Background: an optimization exercise with open tools, aiming at small area. Do not read the settings as production practice.
Only simulation tests tie the RTL to the original design; equivalence was not proved.

==> trial 73: inputs <==
## reg_file_sb
module reg_file_sb #(
    parameter  int XLEN   = 32,
    parameter  int NREGS  = 32,
    parameter  int NRD    = 4,
    parameter  int NWR    = 2,
    parameter  int BYPASS = 1,
    localparam int IDX    = $clog2(NREGS),
    localparam int NGRP   = (NREGS + 1) / 3
) (
    input  logic                 i_clk,
    input  logic                 i_rstn,
    input  logic                 i_flush,
    input  logic                 i_set_en,
    input  logic [IDX-1:0]       i_set_id,
    input  logic [NWR-1:0]       i_wen,
    input  logic [NWR*IDX-1:0]   i_wid,
    input  logic [NWR*XLEN-1:0]  i_wdata,
    input  logic [NRD*IDX-1:0]   i_rd_id,
    output logic [NRD*XLEN-1:0]  o_rd_data,
    output logic [NRD-1:0]       o_rd_busy,
    output logic                 o_ready
);
    logic [IDX:0] r_cnt;
    logic         w_run;
    always_ff @(posedge i_clk or negedge i_rstn) begin
        if (!i_rstn) begin
            r_cnt <= '0;
        end else if (!r_cnt[IDX]) begin
            r_cnt <= r_cnt + 1'b1;
        end
    end
    assign w_run   = r_cnt[IDX];
    assign o_ready = w_run;
    logic [IDX-1:0]  w_wid0, w_wid1;
    logic [XLEN-1:0] w_wd0, w_wd1;
    logic [XLEN-1:0] w_nwd0, w_nwd1;
    logic            w_we0x;
    assign w_wid0 = i_wid[0 +: IDX];
    assign w_wid1 = i_wid[IDX +: IDX];
    assign w_wd0  = i_wdata[0 +: XLEN];
    assign w_wd1  = i_wdata[XLEN +: XLEN];
    assign w_nwd1 = ~w_wd1;
    assign w_nwd0 = ~(w_wd0 & {XLEN{w_run}});
    assign w_we0x = i_wen[0] & ~(i_wen[1] & (w_wid0 == w_wid1));
    logic [3:0] w_p1_lo, w_p0_lo, w_ps_lo;
    logic [7:0] w_p1_hi, w_p0_hi, w_ps_hi;
    logic       w_rf;
    assign w_rf = w_run & ~i_flush;
    for (genvar i = 0; i < 4; i++) begin : g_plo
        assign w_p1_lo[i] = ~(w_wid1[1:0] == 2'(i));
        assign w_p0_lo[i] = w_run & ~(w_wid0[1:0] == 2'(i));
        assign w_ps_lo[i] = ~(i_set_id[1:0] == 2'(i));
    end
    for (genvar j = 0; j < 8; j++) begin : g_phi
        assign w_p1_hi[j] = ~(w_run & i_wen[1] & (w_wid1[4:2] == 3'(j)));
  ...
==> flow/config.mk <==
export PLATFORM = sky130hd
export DESIGN_NAME = reg_file_sb
export DESIGN_NICKNAME = reg_file_sb
export VERILOG_FILES = /design/flow/design.v
export SDC_FILE = /design/flow/constraint.sdc
export NUM_CORES = 4
export LEC_CHECK = 0
export CAP_MARGIN = 10
export CORE_MARGIN = 2
export CORE_UTILIZATION = 60
export CTS_BUF_LIST = sky130_fd_sc_hd__clkbuf_8
export SLEW_MARGIN = 10
export SYNTH_HIERARCHICAL = 1
==> flow/constraint.sdc <==
create_clock -name core_clock -period 10.0 [get_ports {i_clk}]
set_input_delay 2.0000 -clock core_clock [delete_from_list [all_inputs] [get_ports {i_clk}]]
set_output_delay 2.0000 -clock core_clock [all_outputs]
set_load 0.01 [all_outputs]
run.sh (not shown) runs the stock make flow with config.mk's settings and CLKGATE_MAP_FILE= SYNTH_SCRIPT=/design/flow/synth_recipe.tcl, a recipe that flattens the netlist after the stock synthesis.
==> trial 68 (differences from trial 73) <==
==> flow/design.v (replaced) <==
module reg_file_sb #(
    parameter  int XLEN   = 32,
    parameter  int NREGS  = 32,
    parameter  int NRD    = 4,
    parameter  int NWR    = 2,
    parameter  int BYPASS = 1,
    localparam int IDX    = $clog2(NREGS),
    localparam int NGRP   = (NREGS + 1) / 3
) (
    input  logic                 i_clk,
    input  logic                 i_rstn,
    input  logic                 i_flush,
    input  logic                 i_set_en,
    input  logic [IDX-1:0]       i_set_id,
    input  logic [NWR-1:0]       i_wen,
    input  logic [NWR*IDX-1:0]   i_wid,
    input  logic [NWR*XLEN-1:0]  i_wdata,
    input  logic [NRD*IDX-1:0]   i_rd_id,
    output logic [NRD*XLEN-1:0]  o_rd_data,
    output logic [NRD-1:0]       o_rd_busy,
    output logic                 o_ready
);
    logic [IDX:0] r_cnt;
    logic         w_run;
    always_ff @(posedge i_clk or negedge i_rstn) begin
        if (!i_rstn) begin
            r_cnt <= '0;
        end else if (!r_cnt[IDX]) begin
            r_cnt <= r_cnt + 1'b1;
        end
    end
    assign w_run   = r_cnt[IDX];
    assign o_ready = w_run;
    logic [IDX-1:0]  w_wid0, w_wid1;
    logic [XLEN-1:0] w_wd0, w_wd1;
    logic [XLEN-1:0] w_nwd0;
    logic            w_we0x;
    assign w_wid0 = i_wid[0 +: IDX];
    assign w_wid1 = i_wid[IDX +: IDX];
    assign w_wd0  = i_wdata[0 +: XLEN];
    assign w_wd1  = i_wdata[XLEN +: XLEN];
    assign w_nwd0 = ~(w_wd0 & {XLEN{w_run}});
    assign w_we0x = i_wen[0] & ~(i_wen[1] & (w_wid0 == w_wid1));
    logic [3:0] w_p1_lo, w_p0_lo, w_ps_lo;
    logic [7:0] w_p1_hi, w_p0_hi, w_ps_hi;
    logic       w_rf;
    assign w_rf = w_run & ~i_flush;
    for (genvar i = 0; i < 4; i++) begin : g_plo
        assign w_p1_lo[i] = (w_wid1[1:0] == 2'(i));
        assign w_p0_lo[i] = ~w_run | (w_wid0[1:0] == 2'(i));
        assign w_ps_lo[i] = (i_set_id[1:0] == 2'(i));
    end
    for (genvar j = 0; j < 8; j++) begin : g_phi
        assign w_p1_hi[j] = w_run & i_wen[1] & (w_wid1[4:2] == 3'(j));
        assign w_p0_hi[j] = ~w_run | (w_we0x & (w_wid0[4:2] == 3'(j)));
        assign w_ps_hi[j] = w_rf & i_set_en & (i_set_id[4:2] == 3'(j));
    end
    logic [XLEN-1:0]  r_mem  [1:NREGS-1];
    logic [NREGS-1:1] r_pend;
    for (genvar r = 1; r < NREGS; r++) begin : g_row
        logic            w_s1, w_set, w_pnxt;
        logic [1:0]      w_s0, w_ns1, w_nh;    
        logic [XLEN-1:0] w_d;
        logic w_x1, w_x0, w_h;
        rf_nand2 u_x1 (.i_a(w_p1_hi[r/4]), .i_b(w_p1_lo[r%4]), .o_y(w_x1));
        rf_inv   u_s1 (.i_a(w_x1), .o_y(w_s1));
        rf_inv   u_n1a (.i_a(w_s1), .o_y(w_ns1[0]));
        rf_inv   u_n1b (.i_a(w_s1), .o_y(w_ns1[1]));
        rf_nand2 u_x0 (.i_a(w_p0_hi[r/4]), .i_b(w_p0_lo[r%4]), .o_y(w_x0));
        rf_inv   u_s0a (.i_a(w_x0), .o_y(w_s0[0]));
        rf_inv   u_s0b (.i_a(w_x0), .o_y(w_s0[1]));
        rf_nor2  u_h  (.i_a(w_s1), .i_b(w_s0[0]), .o_y(w_h));
        rf_inv   u_nha (.i_a(w_h), .o_y(w_nh[0]));
        rf_inv   u_nhb (.i_a(w_h), .o_y(w_nh[1]));
        for (genvar b = 0; b < XLEN; b++) begin : g_bit
            rf_wsel u_w (
                .i_nh(w_nh[b/(XLEN/2)]), .i_q(r_mem[r][b]), .i_ns1(w_ns1[b/(XLEN/2)]), .i_d1(w_wd1[b]),
                .i_s0(w_s0[b/(XLEN/2)]), .i_nd0(w_nwd0[b]),
                .o_d(w_d[b])
            );
        end
        always_ff @(posedge i_clk) begin
            r_mem[r] <= w_d;
        end
        logic w_xs;
        rf_nand2 u_xs (.i_a(w_ps_hi[r/4]), .i_b(w_ps_lo[r%4]), .o_y(w_xs));
        rf_inv   u_st (.i_a(w_xs), .o_y(w_set));
        rf_pnxt u_pn (
            .i_p(r_pend[r]), .i_h(w_h), .i_rf(w_rf), .i_set(w_set),
            .o_d(w_pnxt)
        );
        always_ff @(posedge i_clk) begin
            r_pend[r] <= w_pnxt;
        end
    end
    for (genvar p = 0; p < NRD; p++) begin : g_rd
        logic [IDX-1:0]   w_id;
        logic             w_nz, w_b1, w_b0, w_m;
        logic [3:0]       w_lo;
        logic [7:0]       w_hi;
        logic [NREGS-1:1] w_sel [2];    
        logic [XLEN:0]    w_out;
        assign w_id = i_rd_id[p*IDX +: IDX];
        assign w_nz = |w_id;
        assign w_b1 = (BYPASS != 0) & w_run & w_nz & i_wen[1] & (w_wid1 == w_id);
        assign w_b0 = (BYPASS != 0) & w_run & w_nz & i_wen[0] & (w_wid0 == w_id) & ~w_b1;
        assign w_m  = w_run & ~w_b1 & ~w_b0;
        for (genvar i = 0; i < 4; i++) begin : g_lo
            assign w_lo[i] = (w_id[1:0] == 2'(i));
        end
        for (genvar j = 0; j < 8; j++) begin : g_hi
            assign w_hi[j] = w_m & (w_id[4:2] == 3'(j));
        end
        for (genvar r = 1; r < NREGS; r++) begin : g_sel
            logic w_xs;
            rf_nand2 u_xs  (.i_a(w_hi[r/4]), .i_b(w_lo[r%4]), .o_y(w_xs));
            rf_inv   u_sla (.i_a(w_xs), .o_y(w_sel[0][r]));
            rf_inv   u_slb (.i_a(w_xs), .o_y(w_sel[1][r]));
        end
        logic w_nb1, w_nb0;
        logic [1:0] w_b1d, w_b0d;
        assign w_nb1 = ~w_b1;
        assign w_nb0 = ~w_b0;
        rf_inv u_b1a (.i_a(w_nb1), .o_y(w_b1d[0]));
        rf_inv u_b1b (.i_a(w_nb1), .o_y(w_b1d[1]));
        rf_inv u_b0a (.i_a(w_nb0), .o_y(w_b0d[0]));
        rf_inv u_b0b (.i_a(w_nb0), .o_y(w_b0d[1]));
        for (genvar b = 0; b <= XLEN; b++) begin : g_bit
            localparam int H = (b < XLEN / 2) ? 0 : 1;
            logic [NREGS+1:1] w_s, w_c;
            logic [NGRP-1:0]  w_n;
            for (genvar r = 1; r < NREGS; r++) begin : g_c
                assign w_s[r] = w_sel[H][r];
                if (b < XLEN) begin : g_d
                    assign w_c[r] = r_mem[r][b];
                end else begin : g_p
                    assign w_c[r] = r_pend[r];
                end
            end
            assign w_s[NREGS]   = w_b1d[H];
            assign w_s[NREGS+1] = w_b0d[H];
            if (b < XLEN) begin : g_d
                assign w_c[NREGS]   = w_wd1[b];
                assign w_c[NREGS+1] = w_wd0[b];
            end else begin : g_p
                assign w_c[NREGS]   = 1'b0;
                assign w_c[NREGS+1] = 1'b0;
            end
            for (genvar g = 0; g < NGRP; g++) begin : g_g
                if (b < XLEN || 3*g+3 < NREGS) begin : g_3
                    rf_aoi3 u_a (
                        .i_s0(w_s[3*g+1]), .i_d0(w_c[3*g+1]),
                        .i_s1(w_s[3*g+2]), .i_d1(w_c[3*g+2]),
                        .i_s2(w_s[3*g+3]), .i_d2(w_c[3*g+3]),
                        .o_n(w_n[g])
                    );
                end else begin : g_1
                    rf_nand2 u_a (.i_a(w_s[3*g+1]), .i_b(w_c[3*g+1]), .o_y(w_n[g]));
                end
            end
            logic w_o1, w_o2, w_o12;
            rf_nand4 u_o1 (.i_a(w_n[0]), .i_b(w_n[1]), .i_c(w_n[2]), .i_d(w_n[3]), .o_y(w_o1));
            rf_nand4 u_o2 (.i_a(w_n[4]), .i_b(w_n[5]), .i_c(w_n[6]), .i_d(w_n[7]), .o_y(w_o2));
            rf_nor2  u_o3 (.i_a(w_o1), .i_b(w_o2), .o_y(w_o12));
            rf_nand4 u_o4 (.i_a(w_o12), .i_b(w_n[8]), .i_c(w_n[9]), .i_d(w_n[10]), .o_y(w_out[b]));
        end
        assign o_rd_data[p*XLEN +: XLEN] = w_out[XLEN-1:0];
        assign o_rd_busy[p]              = w_out[XLEN];
    end
endmodule
module rf_wsel (
    input  logic i_nh,
    input  logic i_q,
    input  logic i_ns1,
    input  logic i_d1,
    input  logic i_s0,
    input  logic i_nd0,
    output logic o_d
);
    logic w_x;
    assign w_x = ~((i_nh | i_q) & (i_ns1 | i_d1));
    assign o_d = ~((i_s0 & i_nd0) | w_x);
endmodule
module rf_pnxt (
    input  logic i_p,
    input  logic i_h,
    input  logic i_rf,
    input  logic i_set,
    output logic o_d
);
    assign o_d = i_set | (i_p & i_h & i_rf);
endmodule
module rf_aoi3 (
    input  logic i_s0,
    input  logic i_d0,
    input  logic i_s1,
    input  logic i_d1,
    input  logic i_s2,
    input  logic i_d2,
    output logic o_n
);
    assign o_n = ~((i_s0 & i_d0) | (i_s1 & i_d1) | (i_s2 & i_d2));
endmodule
module rf_nand2 (
    input  logic i_a,
    input  logic i_b,
    output logic o_y
);
    assign o_y = ~(i_a & i_b);
endmodule
module rf_nor2 (
    input  logic i_a,
    input  logic i_b,
    output logic o_y
);
    assign o_y = ~(i_a | i_b);
endmodule
module rf_inv (
    input  logic i_a,
    output logic o_y
);
    assign o_y = ~i_a;
endmodule
module rf_nand4 (
    input  logic i_a,
    input  logic i_b,
    input  logic i_c,
    input  logic i_d,
    output logic o_y
);
    assign o_y = ~(i_a & i_b & i_c & i_d);
endmodule
==> flow/config.mk (replaced) <==
export PLATFORM = sky130hd
export DESIGN_NAME = reg_file_sb
export DESIGN_NICKNAME = reg_file_sb
export VERILOG_FILES = /design/flow/design.v
export SDC_FILE = /design/flow/constraint.sdc
export NUM_CORES = 4
export LEC_CHECK = 0
export CAP_MARGIN = 10
export CELL_PAD_IN_SITES_DETAIL_PLACEMENT = 1
export CELL_PAD_IN_SITES_GLOBAL_PLACEMENT = 2
export CORE_MARGIN = 2
export CORE_UTILIZATION = 25
export PLACE_DENSITY = 0.35
export SLEW_MARGIN = 10
export SYNTH_HIERARCHICAL = 1
==> qor.yml <==
placed_design:
  hpwl_um: 314900
  place_area_um2: 61250
logic_synthesis:
  ys_seq_area_share_pct: 38.01
  synthSimpleGateAreaFrac_pct: 9.119
global_routing:
  grt_pass1_vias: 67740
  met3_usage_pct: 4.840
outcome:
  so_faults: "max-capacitance violations"
  status: "failed layout checks"
run:
  maxCapViolCount: 1
[end of results for trial 68]
==> qor.yml <==
logic_synthesis:
  ys_seq_area_share_pct: 37.45
  synth_top_area_share_pct: 44.34
  synthSimpleGateAreaFrac_pct: 9.399
global_routing:
  met3_usage_pct: 85.93
outcome:
  status: "stopped before the end"
  stop_stage: "global routing"
  firstError: "[ERROR GRT-0116] Global routing finished with congestion. Check the congestion regions in the DRC Viewer."
placed_design:
  dp_slack_ns: 1.272
[end of results for trial 73]

what the ideal ports hide:
How much do the figures lean on ideal ports? The routed layout below was timed once more, with nothing changed but the port constraints.
Step 1 (the two cells are an assumption about what drives the block):
set clk [get_ports {i_clk}]
set_driving_cell -lib_cell sky130_fd_sc_hd__clkbuf_16 $clk
set_driving_cell -lib_cell sky130_fd_sc_hd__buf_2 [delete_from_list [all_inputs] $clk]
Step 2, shift: input delay + t, output delay - t, t = (earliest + latest rising clock arrival at the registers) / 2. This alone moves slack from input paths to output paths.
Three values: ideal, step 1, step 2; two values: the first two.
run: trial 68
shift t [ns]: 0.876
setup slack, ns: 0.623 / 0.598 / 0.598
worst hold slack (ns): 0.475 / 0.475 / 0.475
worst slew at a driven data input, ns: 0.07
The setup slack of trial 68 moves by -0.025 ns with the drivers and by -0.025 ns with both steps.
